Source: an optimization exercise on an open RTL-to-GDS flow (aim: small area, a short achievable clock period and few clock cycles). Production flows keep margins and buffers that such runs may drop.
At most, simulation tests tie the RTL to the original design; equivalence was not proved.
Power figures rest on the tool's default switching activity, not on a simulated workload.

run 1:
// dma_top
module dma_top (
    input  logic                        CLK,
    input  logic                        RSTN,
    output logic                        INTR,
    input  logic                        PSEL,
    input  logic                        PENABLE,
    output logic                        PREADY,
    input  logic                        PWRITE,
    input  logic [dma_pkg::PADDR_W-1:0] PADDR,
    input  logic [dma_pkg::DATA_W-1:0]  PWDATA,
    output logic [dma_pkg::DATA_W-1:0]  PRDATA,
    output logic                        mem0_en,
    output logic [dma_pkg::BE_W-1:0]    mem0_we,
    output logic [dma_pkg::WORD_AW-1:0] mem0_addr,
    output logic [dma_pkg::DATA_W-1:0]  mem0_wdata,
    input  logic [dma_pkg::DATA_W-1:0]  mem0_rdata,
    output logic                        mem1_en,
    output logic [dma_pkg::BE_W-1:0]    mem1_we,
    output logic [dma_pkg::WORD_AW-1:0] mem1_addr,
    output logic [dma_pkg::DATA_W-1:0]  mem1_wdata,
    input  logic [dma_pkg::DATA_W-1:0]  mem1_rdata
);
Settings: LEC_CHECK=0, CAP_MARGIN=20, CORE_MARGIN=2, CORE_UTILIZATION=50, SETUP_SLACK_MARGIN=3.0, SLEW_MARGIN=20; clock period 6.0 ns.
standard.sh (not shown) runs the stock make flow with config.mk's settings and CLKGATE_MAP_FILE= SYNTH_SCRIPT=/design/flow/synth_recipe.tcl, a recipe that flattens the netlist after the stock synthesis.
==> flow/flow/run.sh <==
#!/bin/bash
# Standard ORFS layout (standard.sh) with changes to port buffers and CTS.
set -euo pipefail
export BUFFER_PORTS_ARGS="-buffer_cell sky130_fd_sc_hd__buf_1"
export CTS_ARGS="-sink_clustering_enable -repair_clock_nets -dont_use_dummy_load -buf_list {sky130_fd_sc_hd__clkbuf_4 sky130_fd_sc_hd__clkbuf_8} -sink_clustering_size 16 -sink_clustering_max_diameter 150"
bash standard.sh > standard_make.log 2>&1
> inputs changed (run 1 -> run 2)
Settings: SETUP_SLACK_MARGIN now 3.4, was 3.0.
==> flow/flow/run.sh <==
#!/bin/bash
# Standard ORFS layout (standard.sh) with changes to port buffers and CTS.
set -euo pipefail
export BUFFER_PORTS_ARGS="-buffer_cell sky130_fd_sc_hd__buf_1"
export CTS_ARGS="-sink_clustering_enable -repair_clock_nets -dont_use_dummy_load -buf_list {sky130_fd_sc_hd__clkbuf_8 sky130_fd_sc_hd__clkbuf_16} -sink_clustering_size 25 -sink_clustering_max_diameter 150"
bash standard.sh > standard_make.log 2>&1
==> comparison <==
[compare] base=run 1 new=run 2: multiplexer share of the synthesized area was more or less identical, period utilization fell by 0.47 points, global-route usage rose 1.2 points, leakage power figure went up. Run 2: final core utilization 4.0 points above run 1.
## Diff of input files: run 3 against run 2
Settings: swapping 3.4 for 3.0 in SETUP_SLACK_MARGIN.
==> comparison <==
- [compare] base=run 2 new=run 3: register-to-register slack down 230 ps; sum of routed wire length over all layers -6.0%.
- Compared with run 2, run 3 shows a higher worst-path maximum fanout.
- On total power, run 3 and run 2 are neck and neck.
- Diff run 2 -> run 3: fraction of final layout cells sized beyond drive strength 1 dropped 8.6 points; switching power share of the total dropped 0.17 points; sequential standard cell area barely changed; die outline area barely changed.
- | worst hold slack | run 3 vs run 2 | worse |
- Compared with run 2, run 3 shows a post-route core utilization that is 3.9 points lower.
The following lists how run 4 was set up differently from run 3:
Settings: changing SETUP_SLACK_MARGIN from 3.0 to 3.8.
- Compared with run 3, run 4 shows a lower clock tree skew after final layout.
- Diff run 3 -> run 4 | via count | increase of 3.1%
- From run 3 to run 4, die area did not move at all.
- Going from run 3 to run 4, wire length saw an increase, minimum period implied by the final worst setup slack -100 ps, part of the cycle the worst path needs now sits lower, power went up 0.63%, final-layout fill cell count decreased 92.
- Taking run 3 as the reference point, the proportion of power drawn by the clock network of run 4 rises by 0.3 points.
- Summary of the comparison: fraction of layout instances using a drive strength above 1 is higher in run 4, relative to run 3.
No run of this note included a check of the RTL's function; only the layout flow was run.

---

dma_top, a different RTL version from the one above (not shown whole).
For scale: roughly 930 cells after synthesis, roughly 220 flip-flops, about 270 I/O pins, ~11000 sq um of cells after synthesis.
Settings: LEC_CHECK=0, ABC_CLOCK_PERIOD_IN_PS=3000, CAP_MARGIN=20, CORE_MARGIN=2, CORE_UTILIZATION=65, SETUP_SLACK_MARGIN=3.3, SLEW_MARGIN=20; clock period 6.0 ns.
==> flow/flow/run.sh <==
#!/bin/bash
# Standard ORFS layout (standard.sh) with changes to port buffers and CTS.
set -euo pipefail
export BUFFER_PORTS_ARGS="-buffer_cell sky130_fd_sc_hd__buf_1"
export CTS_ARGS="-sink_clustering_enable -repair_clock_nets -dont_use_dummy_load -buf_list {sky130_fd_sc_hd__clkbuf_8 sky130_fd_sc_hd__clkbuf_16} -sink_clustering_size 25 -sink_clustering_max_diameter 150"
bash standard.sh > standard_make.log 2>&1
The baseline went through all stages and came out clean.
Testbench counts at the start, summed over its fixed seeds: cycles 17,162.
Edit:
Settings changed: ABC_CLOCK_PERIOD_IN_PS 3000 to default.
After rerunning:
- setup slack stays the same
- global-route usage is unchanged
- non-clock buffer count is unchanged
- die area is unchanged
- final area is unchanged
- flip-flop and latch count does not change
- sequential power hardly moves
- utilization does not change
- count of clock-buffer cells in the layout does not change
Edit:
Settings changed: CORE_UTILIZATION 65 to 50.
Via count goes up by 0.58%.
Wire length is higher by 6.9%.
Core utilization falls by 16 points.
Non-clock buffer count goes up by 19.
Sequential power stays flat.
Edit:
Settings changed: CORE_UTILIZATION 50 to 65, SETUP_SLACK_MARGIN 3.3 to 3.25.
=> The changed run finished with timing, DRC and antenna clean; non-clock buffer count decreases by 26; worst hold slack degrades by 18 ps; critical path depth drops by 1.
Edit:
Settings changed: CORE_UTILIZATION 65 to 70, SETUP_SLACK_MARGIN 3.25 to 3.3.
Result: Wire length climbs by 2.1%; critical path depth went up by 1; worst setup slack loses 87 ps; area after synthesis does not change; non-clock buffer count grows by 4; final area stays flat.

[what the ideal ports hide]
How much do the figures lean on ideal ports? The routed layouts below were timed once more, with nothing changed but the port constraints. Step 1 assumes that a clkbuf_16 drives the clock port and a buf_2 every other input. Step 2 times the ports against the registers' clock, not the clock port: input delays grow and output delays shrink by t, the midpoint of the rising clock arrivals with the driver on. Three values: no drivers, after step 1, after step 2; two values: the first two.
| run | t, ns | setup WS [ns] | worst hold slack (ns) | latest minus earliest clock arrival (ns) | pins driven straight from the clock port |
|---|---|---|---|---|---|
| run 1 | 0.543 | 3.069 / 3.029 / 2.810 | 0.474 / 0.474 / 0.474 | 0.031 / 0.032 | 1 |
| run 2 | 0.506 | 3.097 / 3.050 / 3.084 | 0.471 / 0.471 / 0.471 | 0.039 / 0.040 | 1 |
| run 3 | 0.502 | 3.073 / 3.025 / 2.775 | 0.466 / 0.466 / 0.466 | 0.047 / 0.047 | 1 |
| run 4 | 0.512 | 3.173 / 3.124 / 3.313 | 0.488 / 0.488 / 0.488 | 0.023 / 0.023 | 1 |
| the first run of note 2 | 0.500 | 3.288 / 3.243 / 3.373 | 0.501 / 0.501 / 0.501 | 0.052 / 0.051 | 1 |
| the second run of note 2 | 0.500 | 3.288 / 3.243 / 3.373 | 0.501 / 0.501 / 0.501 | 0.052 / 0.051 | 1 |
| the third run of note 2 | 0.512 | 3.312 / 3.266 / 3.304 | 0.504 / 0.504 / 0.504 | 0.049 / 0.049 | 1 |
| the fourth run of note 2 | 0.501 | 3.281 / 3.236 / 3.376 | 0.486 / 0.486 / 0.486 | 0.055 / 0.056 | 1 |
| the fifth run of note 2 | 0.493 | 3.193 / 3.153 / 3.351 | 0.513 / 0.513 / 0.513 | 0.024 / 0.024 | 1 |
After both steps every run listed still meets setup and hold. The setup slack of run 3, which loses most, moves by -0.048 ns with the drivers and by -0.298 ns with both steps.
